Context: an optimization exercise on an open-source flow, tuned for a short achievable clock period and few clock cycles. The choices shown serve that exercise and are no tape-out recipe.

==> inputs of v38 <==
==> flow/design.v <==
`timescale 1ns/1ps
module dlx_core (
    input  logic        clk,
    input  logic        rst,
    input  logic [31:0] init_pc,
    output logic [31:0] i_addr,
    input  logic [31:0] instruction,
    output logic [31:0] mem_addr,
    output logic [31:0] mem_wr_data,
    output logic        mem_wr,
    input  logic [31:0] mem_rd_data,
    output logic        reg_wr,
    output logic [4:0]  rd,
    output logic [31:0] reg_wr_data
);
    logic [29:0] pc_q;
    logic        e_valid;
    logic        e_wr;           
    logic [4:0]  e_rd;
    logic        e_lw;
    logic        e_sw;
    logic        e_br;           
    logic        e_bnez;
    logic        e_pred;         
    logic        e_a_ld;         
    logic        e_s_ld;         
    logic        e_r_add;        
    logic        e_r_sub;
    logic        e_r_and;
    logic        e_r_or;
    logic        e_r_xor;
    logic        e_r_slt;
    logic [31:0] e_a;
    logic [31:0] e_b;
    logic [31:0] e_a2;
    logic [31:0] e_b2;
    logic [31:0] e_a3;
    logic [31:0] e_b3;
    logic [31:0] e_st;           
    logic [29:0] e_alt;          
    logic        m_valid;
    logic        m_wr;
    logic        m_lw;
    logic [4:0]  m_rd;
    logic [31:0] m_res;
    logic        m_ez;           
    logic [31:0] regs [1:31];
    logic [31:0] zr;             
    logic [31:0] m_val;
    logic        m_zero;
    logic        m_wb;
    assign i_addr = {pc_q, 2'b00};
    assign m_val  = m_lw ? mem_rd_data : m_res;
    assign m_zero = m_lw ? (mem_rd_data == 32'd0) : m_ez;
    assign m_wb   = m_valid && m_wr;
    always_ff @(posedge clk) begin
        if (rst) begin
            reg_wr      <= 1'b0;
            rd          <= '0;
            reg_wr_data <= '0;
        end else begin
            reg_wr      <= m_wb;
            rd          <= m_rd;
            reg_wr_data <= m_val;
        end
    end
    always_ff @(posedge clk) begin
        if (rst) begin
            zr <= '1;
        end else if (m_wb) begin
            zr[m_rd] <= m_zero;
        end
    end
    always_ff @(posedge clk) begin
        if (rst) begin
            for (int i = 1; i < 32; i++) regs[i] <= '0;
        end else if (m_wb) begin
            regs[m_rd] <= m_val;
        end
    end
    logic [31:0] st_d;
    logic        a_zero;
    logic        taken;
    logic        redirect;
    logic [31:0] alu_res;
    logic [31:0] sum;
    logic [31:0] diff;
    logic        slt;
    assign st_d = e_s_ld ? mem_rd_data : e_st;
    assign a_zero   = e_a_ld ? (mem_rd_data == 32'd0) : (e_a3 == 32'd0);
    assign taken    = e_bnez ^ a_zero;
    assign redirect = e_valid && e_br && (taken != e_pred);
    assign sum  = e_a + e_b;
    assign diff = e_a2 - e_b2;
    assign slt  = (e_a2[31] ^ e_b2[31]) ? e_a2[31] : diff[31];
    assign alu_res = ({32{e_r_add}} & sum) |
                     ({32{e_r_sub}} & diff) |
                     ({32{e_r_and}} & (e_a3 & e_b3)) |
                     ({32{e_r_or}}  & (e_a3 | e_b3)) |
                     ({32{e_r_xor}} & (e_a3 ^ e_b3)) |
                     {31'd0, e_r_slt & slt};
    logic [31:0] s_x;
    logic [31:0] s_o;
    logic        ez;
    logic        ez_known;       
    logic        ez_full;
    assign s_x = e_a3 ^ e_b3;
    assign s_o = e_a3 | e_b3;
    assign ez  = (e_r_add & (s_x == {s_o[30:0], 1'b0})) |
                 ((e_r_sub | e_r_xor) & (s_x == 32'd0)) |
                 (e_r_and & ((e_a3 & e_b3) == 32'd0)) |
                 (e_r_or  & (s_o == 32'd0));
    assign ez_known = !e_lw && !e_r_slt;
    assign ez_full  = e_r_slt ? !slt : ez;
    always_ff @(posedge clk) begin
        if (rst) begin
            m_valid     <= 1'b0;
            m_wr        <= 1'b0;
            m_lw        <= 1'b0;
            m_rd        <= '0;
            m_res       <= '0;
            m_ez        <= 1'b1;
            mem_addr    <= '0;
            mem_wr_data <= '0;
            mem_wr      <= 1'b0;
        end else begin
            m_valid     <= e_valid;
            m_wr        <= e_wr;
            m_lw        <= e_lw;
            m_rd        <= e_rd;
            m_res       <= alu_res;
            m_ez        <= ez_full;
            mem_addr    <= sum;
            mem_wr_data <= st_d;
            mem_wr      <= e_valid && e_sw;
        end
    end
    logic [5:0]  f_op;
    logic [5:0]  f_fn;
    logic [4:0]  f_rs1;
    logic [4:0]  f_rs2;
    logic [4:0]  f_rd;
    logic        f_rtype;
    logic        f_addi;
    logic        f_lw;
    logic        f_sw;
    logic        f_beqz;
    logic        f_bnez;
    logic        f_j;
    logic        f_wr;
    logic        f_e_hit;
    logic        f_known;
    logic        f_zero;
    logic        f_take;
    logic        f_stall;
    logic [31:0] f_bus_a;
    logic [31:0] f_bus_b;
    logic [31:0] f_imm;
    logic [29:0] f_pc4;
    logic [29:0] f_tgt;
    assign f_op  = instruction[31:26];
    assign f_fn  = instruction[5:0];
    assign f_rs1 = instruction[25:21];
    assign f_rs2 = instruction[20:16];
    assign f_rtype = (f_op == 6'h00);
    assign f_addi  = (f_op == 6'h08);
    assign f_lw    = (f_op == 6'h23);
    assign f_sw    = (f_op == 6'h2b);
    assign f_beqz  = (f_op == 6'h04);
    assign f_bnez  = (f_op == 6'h05);
    assign f_j     = (f_op == 6'h02);
    assign f_rd    = f_rtype ? instruction[15:11] : f_rs2;
    assign f_wr    = (f_rtype || f_addi || f_lw) && (f_rd != 5'd0);
    assign f_imm   = {{16{instruction[15]}}, instruction[15:0]};
    assign f_bus_a = (f_rs1 == 5'd0) ? 32'd0 :
                     (m_wb && (m_rd == f_rs1)) ? m_val : regs[f_rs1];
    assign f_bus_b = (f_rs2 == 5'd0) ? 32'd0 :
                     (m_wb && (m_rd == f_rs2)) ? m_val : regs[f_rs2];
    logic e_fwd;
    logic fa_ld;
    logic fa_alu;
    logic fb_ld;
    logic fb_alu;
    assign e_fwd  = e_valid && e_wr;
    assign fa_ld  = e_fwd &&  e_lw && (e_rd == f_rs1);
    assign fa_alu = e_fwd && !e_lw && (e_rd == f_rs1);
    assign fb_ld  = e_fwd &&  e_lw && (e_rd == f_rs2);
    assign fb_alu = e_fwd && !e_lw && (e_rd == f_rs2);
    assign f_stall = (fa_ld && (f_rtype || f_addi || f_lw || f_sw)) ||
                     (fb_ld && f_rtype);
    logic        f_zo;
    logic        f_m_hit;
    logic        f_zr;
    assign f_zr    = zr[f_rs1];
    assign f_m_hit = m_wb && (m_rd == f_rs1);
    assign f_zo    = (f_rs1 == 5'd0) || (f_m_hit ? m_zero : f_zr);
    assign f_e_hit = e_fwd && (e_rd == f_rs1);
    assign f_known = !(f_e_hit && !ez_known);
    assign f_zero  = f_e_hit ? ez : f_zo;
    assign f_take = f_j ||
                    (f_beqz && (f_known ? f_zero : instruction[15])) ||
                    (f_bnez && (f_known ? !f_zero : 1'b1));
    logic [14:0] pc4_lo;         
    logic [15:0] h_0;
    logic [15:0] h_m1;
    logic [15:0] h_p1;
    logic [15:0] t_lo1;
    logic [14:0] t_lo;
    logic        ct;
    logic [15:0] t_hi;
    logic [15:0] j_ext;
    logic [15:0] j_hi0;
    logic [16:0] j_hi1;
    assign pc4_lo = {1'b0, pc_q[13:0]} + 15'd1;
    assign h_0    = pc_q[29:14];
    assign h_m1   = h_0 - 16'd1;
    assign h_p1   = h_0 + 16'd1;
    assign f_pc4  = {pc4_lo[14] ? h_p1 : h_0, pc4_lo[13:0]};
    assign t_lo1 = {1'b0, pc_q[13:0], 1'b1} + {1'b0, instruction[15:2], 1'b1};
    assign t_lo  = t_lo1[15:1];
    assign ct    = t_lo[14];
    logic [15:0] hi_c0;
    logic [15:0] hi_c1;
    assign j_ext = {{6{instruction[25]}}, instruction[25:16]};
    assign j_hi0 = h_0 + j_ext;
    assign j_hi1 = {h_0, 1'b1} + {j_ext, 1'b1};
    assign hi_c0 = f_j ? j_hi0 : (instruction[15] ? h_m1 : h_0);
    assign hi_c1 = f_j ? j_hi1[16:1] : (instruction[15] ? h_0 : h_p1);
    assign t_hi  = ct ? hi_c1 : hi_c0;
    assign f_tgt = {t_hi, t_lo[13:0]};
    logic s_alt;
    logic s_hold;
    logic s_tgt;
    logic s_seq;
    assign s_alt  = redirect;
    assign s_hold = !redirect && f_stall;
    assign s_tgt  = !redirect && !f_stall && f_take;
    assign s_seq  = !redirect && !f_stall && !f_take;
    always_ff @(posedge clk) begin
        if (rst) begin
            pc_q <= init_pc[31:2];
        end else begin
            pc_q <= ({30{s_alt}}  & e_alt) |
                    ({30{s_hold}} & pc_q) |
                    ({30{s_tgt}}  & f_tgt) |
                    ({30{s_seq}}  & f_pc4);
        end
    end
    always_ff @(posedge clk) begin
        if (rst) begin
            e_valid <= 1'b0;
            e_wr    <= 1'b0;
            e_rd    <= '0;
            e_lw    <= 1'b0;
            e_sw    <= 1'b0;
            e_br    <= 1'b0;
            e_bnez  <= 1'b0;
            e_pred  <= 1'b0;
            e_a_ld  <= 1'b0;
            e_s_ld  <= 1'b0;
            e_r_add <= 1'b0;
            e_r_sub <= 1'b0;
            e_r_and <= 1'b0;
            e_r_or  <= 1'b0;
            e_r_xor <= 1'b0;
            e_r_slt <= 1'b0;
            e_a     <= '0;
            e_b     <= '0;
            e_a2    <= 32'd1;
            e_b2    <= 32'd1;
            e_a3    <= 32'd2;
            e_b3    <= 32'd2;
            e_st    <= '0;
            e_alt   <= '0;
        end else begin
            e_valid <= !redirect && !f_stall;
            e_wr    <= f_wr;
            e_rd    <= f_rd;
            e_lw    <= f_lw;
            e_sw    <= f_sw;
            e_br    <= (f_beqz || f_bnez) && !f_known;
            e_bnez  <= f_bnez;
            e_pred  <= f_take;
            e_a_ld  <= fa_ld;
            e_s_ld  <= fb_ld;
            e_r_sub <= f_rtype && (f_fn == 6'h22);
            e_r_and <= f_rtype && (f_fn == 6'h24);
            e_r_or  <= f_rtype && (f_fn == 6'h25);
            e_r_xor <= f_rtype && (f_fn == 6'h26);
            e_r_slt <= f_rtype && (f_fn == 6'h2a);
            e_r_add <= !(f_rtype && (f_fn == 6'h22 || f_fn == 6'h24 || f_fn == 6'h25 ||
                                     f_fn == 6'h26 || f_fn == 6'h2a));
            e_a     <= fa_alu ? alu_res : f_bus_a;
            e_b     <= !f_rtype ? f_imm : (fb_alu ? alu_res : f_bus_b);
            e_a2    <= fa_alu ? alu_res : f_bus_a;
            e_b2    <= !f_rtype ? f_imm : (fb_alu ? alu_res : f_bus_b);
            e_a3    <= fa_alu ? alu_res : f_bus_a;
            e_b3    <= !f_rtype ? f_imm : (fb_alu ? alu_res : f_bus_b);
            e_st    <= fb_alu ? alu_res : f_bus_b;
            e_alt   <= f_take ? f_pc4 : f_tgt;
        end
    end
endmodule
==> flow/run.sh <==
#!/bin/bash
# synth_recipe.tcl (not shown) runs the flow's synth.tcl, then flattens the netlist and writes it again
# the make line also repeats each setting of config.mk as NAME=value (left out here)
make -C /OpenROAD-flow-scripts/flow DESIGN_CONFIG=/design/flow/config.mk WORK_HOME=/design/flow/orfs CLKGATE_MAP_FILE= SYNTH_SCRIPT=/design/flow/synth_recipe.tcl finish
==> flow/config.mk <==
export PLATFORM = sky130hd
export DESIGN_NAME = dlx_core
export DESIGN_NICKNAME = dlx_core
export VERILOG_FILES = /design/flow/design.v
export SDC_FILE = /design/flow/constraint.sdc
export NUM_CORES = 4
export LEC_CHECK = 0
export CAP_MARGIN = 20
export CORE_MARGIN = 2
export CORE_UTILIZATION = 40
export SETUP_SLACK_MARGIN = 4.5
export SLEW_MARGIN = 20
export TNS_END_PERCENT = 100
==> flow/constraint.sdc <==
create_clock -name core_clock -period 7.0 [get_ports {clk}]
set_input_delay 1.4000 -clock core_clock [delete_from_list [all_inputs] [get_ports {clk}]]
set_output_delay 1.4000 -clock core_clock [all_outputs]
set_load 0.01 [all_outputs]
==> v25: changes against v38 <==
--- a/flow/design.v
+++ b/flow/design.v
@@ -23,4 +23,5 @@
     logic        e_bnez;
     logic        e_pred;         
+    logic        e_jl;           
     logic        e_a_ld;         
     logic        e_s_ld;         
@@ -38,5 +39,8 @@
     logic [31:0] e_b3;
     logic [31:0] e_st;           
-    logic [29:0] e_alt;          
+    logic [29:0] e_pc4;          
+    logic [29:0] e_off;          
+    logic        r_redir;
+    logic [29:0] r_tgt;
     logic        m_valid;
     logic        m_wr;
@@ -90,14 +94,25 @@
     assign a_zero   = e_a_ld ? (mem_rd_data == 32'd0) : (e_a3 == 32'd0);
     assign taken    = e_bnez ^ a_zero;
-    assign redirect = e_valid && e_br && (taken != e_pred);
+    assign redirect = e_valid && !r_redir && (e_jl || (e_br && (taken != e_pred)));
+    always_ff @(posedge clk) begin
+        if (rst) begin
+            r_redir <= 1'b0;
+            r_tgt   <= '0;
+        end else begin
+            r_redir <= redirect;
+            r_tgt   <= e_pred ? e_pc4 : (e_pc4 + e_off);
+        end
+    end
     assign sum  = e_a + e_b;
     assign diff = e_a2 - e_b2;
     assign slt  = (e_a2[31] ^ e_b2[31]) ? e_a2[31] : diff[31];
-    assign alu_res = ({32{e_r_add}} & sum) |
-                     ({32{e_r_sub}} & diff) |
-                     ({32{e_r_and}} & (e_a3 & e_b3)) |
+    logic [31:0] alu_oth;        
+    assign alu_oth = ({32{e_r_and}} & (e_a3 & e_b3)) |
                      ({32{e_r_or}}  & (e_a3 | e_b3)) |
                      ({32{e_r_xor}} & (e_a3 ^ e_b3)) |
                      {31'd0, e_r_slt & slt};
+    assign alu_res = ({32{e_r_add}} & sum) |
+                     ({32{e_r_sub}} & diff) |
+                     alu_oth;
     logic [31:0] s_x;
     logic [31:0] s_o;
@@ -125,5 +140,5 @@
             mem_wr      <= 1'b0;
         end else begin
-            m_valid     <= e_valid;
+            m_valid     <= e_valid && !r_redir;
             m_wr        <= e_wr;
             m_lw        <= e_lw;
@@ -133,5 +148,5 @@
             mem_addr    <= sum;
             mem_wr_data <= st_d;
-            mem_wr      <= e_valid && e_sw;
+            mem_wr      <= e_valid && e_sw && !r_redir;
         end
     end
@@ -158,5 +173,4 @@
     logic [31:0] f_imm;
     logic [29:0] f_pc4;
-    logic [29:0] f_tgt;
     assign f_op  = instruction[31:26];
     assign f_fn  = instruction[5:0];
@@ -201,50 +215,74 @@
                     (f_beqz && (f_known ? f_zero : instruction[15])) ||
                     (f_bnez && (f_known ? !f_zero : 1'b1));
-    logic [14:0] pc4_lo;         
-    logic [15:0] h_0;
-    logic [15:0] h_m1;
-    logic [15:0] h_p1;
-    logic [15:0] t_lo1;
-    logic [14:0] t_lo;
+    logic [8:0]  pc4_lo;         
+    logic [21:0] h_0;
+    logic [21:0] h_m1;
+    logic [21:0] h_p1;
+    logic [21:0] h4;
+    logic [9:0]  t_lo1;
+    logic [7:0]  t_lo;
     logic        ct;
-    logic [15:0] t_hi;
-    logic [15:0] j_ext;
-    logic [15:0] j_hi0;
-    logic [16:0] j_hi1;
-    assign pc4_lo = {1'b0, pc_q[13:0]} + 15'd1;
-    assign h_0    = pc_q[29:14];
-    assign h_m1   = h_0 - 16'd1;
-    assign h_p1   = h_0 + 16'd1;
-    assign f_pc4  = {pc4_lo[14] ? h_p1 : h_0, pc4_lo[13:0]};
-    assign t_lo1 = {1'b0, pc_q[13:0], 1'b1} + {1'b0, instruction[15:2], 1'b1};
-    assign t_lo  = t_lo1[15:1];
-    assign ct    = t_lo[14];
-    logic [15:0] hi_c0;
-    logic [15:0] hi_c1;
-    assign j_ext = {{6{instruction[25]}}, instruction[25:16]};
-    assign j_hi0 = h_0 + j_ext;
-    assign j_hi1 = {h_0, 1'b1} + {j_ext, 1'b1};
-    assign hi_c0 = f_j ? j_hi0 : (instruction[15] ? h_m1 : h_0);
-    assign hi_c1 = f_j ? j_hi1[16:1] : (instruction[15] ? h_0 : h_p1);
-    assign t_hi  = ct ? hi_c1 : hi_c0;
-    assign f_tgt = {t_hi, t_lo[13:0]};
+    logic        f_short;
+    logic        f_fast;         
+    assign pc4_lo = {1'b0, pc_q[7:0]} + 9'd1;
+    assign h_0    = pc_q[29:8];
+    assign h_m1   = h_0 - 22'd1;
+    assign h_p1   = h_0 + 22'd1;
+    assign h4     = pc4_lo[8] ? h_p1 : h_0;
+    assign f_pc4  = {h4, pc4_lo[7:0]};
+    assign t_lo1 = {1'b0, pc_q[7:0], 1'b1} + {1'b0, instruction[9:2], 1'b1};
+    assign t_lo  = t_lo1[8:1];
+    assign ct    = t_lo1[9];
+    assign f_short = f_j ? ((instruction[25:9] == 17'h1ffff) || (instruction[25:9] == 17'h0))
+                         : ((instruction[15:9] == 7'h7f) || (instruction[15:9] == 7'h0));
+    assign f_fast  = f_take && f_short;
     logic s_alt;
     logic s_hold;
     logic s_tgt;
     logic s_seq;
-    assign s_alt  = redirect;
-    assign s_hold = !redirect && f_stall;
-    assign s_tgt  = !redirect && !f_stall && f_take;
-    assign s_seq  = !redirect && !f_stall && !f_take;
+    logic [21:0] hi_c0;
+    logic [21:0] hi_c1;
+    logic [21:0] nh_c0;
+    logic [21:0] nh_c1;
+    logic [7:0]  n_lo;
+    assign s_alt  = r_redir;
+    assign s_hold = !r_redir && f_stall;
+    assign s_tgt  = !r_redir && !f_stall && f_fast;
+    assign s_seq  = !r_redir && !f_stall && !f_fast;
+    assign hi_c0 = instruction[9] ? h_m1 : h_0;
+    assign hi_c1 = instruction[9] ? h_0 : h_p1;
+    assign nh_c0 = ({22{s_alt}}  & r_tgt[29:8]) |
+                   ({22{s_hold}} & h_0) |
+                   ({22{s_tgt}}  & hi_c0) |
+                   ({22{s_seq}}  & h4);
+    assign nh_c1 = ({22{s_alt}}  & r_tgt[29:8]) |
+                   ({22{s_hold}} & h_0) |
+                   ({22{s_tgt}}  & hi_c1) |
+                   ({22{s_seq}}  & h4);
+    assign n_lo  = ({8{s_alt}}  & r_tgt[7:0]) |
+                   ({8{s_hold}} & pc_q[7:0]) |
+                   ({8{s_tgt}}  & t_lo) |
+                   ({8{s_seq}}  & pc4_lo[7:0]);
     always_ff @(posedge clk) begin
         if (rst) begin
             pc_q <= init_pc[31:2];
         end else begin
-            pc_q <= ({30{s_alt}}  & e_alt) |
-                    ({30{s_hold}} & pc_q) |
-                    ({30{s_tgt}}  & f_tgt) |
-                    ({30{s_seq}}  & f_pc4);
+            pc_q <= {ct ? nh_c1 : nh_c0, n_lo};
         end
     end
+    logic        fb_r;           
+    logic [31:0] nxt_a;
+    logic [31:0] nxt_b;
+    logic [31:0] oth_a;
+    logic [31:0] oth_b;
+    assign fb_r  = f_rtype && fb_alu;
+    assign oth_a = fa_alu ? alu_oth : f_bus_a;
+    assign oth_b = !f_rtype ? f_imm : (fb_alu ? alu_oth : f_bus_b);
+    assign nxt_a = ({32{fa_alu && e_r_add}} & sum) |
+                   ({32{fa_alu && e_r_sub}} & diff) |
+                   oth_a;
+    assign nxt_b = ({32{fb_r && e_r_add}} & sum) |
+                   ({32{fb_r && e_r_sub}} & diff) |
+                   oth_b;
     always_ff @(posedge clk) begin
         if (rst) begin
@@ -257,4 +295,5 @@
             e_bnez  <= 1'b0;
             e_pred  <= 1'b0;
+            e_jl    <= 1'b0;
             e_a_ld  <= 1'b0;
             e_s_ld  <= 1'b0;
@@ -272,14 +311,16 @@
             e_b3    <= 32'd2;
             e_st    <= '0;
-            e_alt   <= '0;
+            e_pc4   <= '0;
+            e_off   <= '0;
         end else begin
-            e_valid <= !redirect && !f_stall;
+            e_valid <= !r_redir && !f_stall;
             e_wr    <= f_wr;
             e_rd    <= f_rd;
             e_lw    <= f_lw;
             e_sw    <= f_sw;
-            e_br    <= (f_beqz || f_bnez) && !f_known;
+            e_br    <= (f_beqz || f_bnez) && !(f_known && f_short);
             e_bnez  <= f_bnez;
-            e_pred  <= f_take;
+            e_pred  <= f_fast;
+            e_jl    <= f_j && !f_short;
             e_a_ld  <= fa_ld;
             e_s_ld  <= fb_ld;
@@ -291,12 +332,14 @@
             e_r_add <= !(f_rtype && (f_fn == 6'h22 || f_fn == 6'h24 || f_fn == 6'h25 ||
                                      f_fn == 6'h26 || f_fn == 6'h2a));
-            e_a     <= fa_alu ? alu_res : f_bus_a;
-            e_b     <= !f_rtype ? f_imm : (fb_alu ? alu_res : f_bus_b);
-            e_a2    <= fa_alu ? alu_res : f_bus_a;
-            e_b2    <= !f_rtype ? f_imm : (fb_alu ? alu_res : f_bus_b);
-            e_a3    <= fa_alu ? alu_res : f_bus_a;
-            e_b3    <= !f_rtype ? f_imm : (fb_alu ? alu_res : f_bus_b);
+            e_a     <= nxt_a;
+            e_b     <= nxt_b;
+            e_a2    <= nxt_a;
+            e_b2    <= nxt_b;
+            e_a3    <= nxt_a;
+            e_b3    <= nxt_b;
             e_st    <= fb_alu ? alu_res : f_bus_b;
-            e_alt   <= f_take ? f_pc4 : f_tgt;
+            e_pc4   <= f_pc4;
+            e_off   <= f_j ? {{6{instruction[25]}}, instruction[25:2]}
+                           : {{16{instruction[15]}}, instruction[15:2]};
         end
     end
==> notes <==
- Of v38 and v25, v38 has the higher via count (gap about 3.5%, measured against v25).
- Of v25 and v38, v25 has the higher count of clock-buffer cells in the layout (gap 2).
- Against v38, the final cell count of v25 is lower by about 1.3%.
- Synthesized area: v25 is higher than v38 (0.79%).
Function was not checked in any run of this note: the RTL went through the layout flow alone.

[static timing again, ports no longer ideal]
No port has a modelled driver above. Below, the same layouts with a new extraction and two added sets of constraints. Step 1 assumes that a clkbuf_16 drives the clock port and a buf_2 every other input. Step 2 times the ports against the registers' clock, not the clock port: input delays grow and output delays shrink by t, the midpoint of the rising clock arrivals with the driver on. Slacks: ideal / step 1 / step 2; pairs: ideal / step 1.
| run | shift t [ns] | setup slack, ns | worst hold slack (ns) | worst setup path after step 2 | clock arrival spread, ns |
|---|---|---|---|---|---|
| v38 | 0.915 | 2.888 / 2.888 / 2.232 | 0.452 / 0.452 / 0.452 | input to register | 0.042 / 0.043 |
| v25 | 0.923 | 2.806 / 2.806 / 2.191 | 0.449 / 0.449 / 0.449 | input to register | 0.041 / 0.041 |
After both steps every run listed still meets setup and hold. For v38, which loses most, drivers alone change the setup slack by 0.000 ns; drivers and shift together by -0.656 ns.
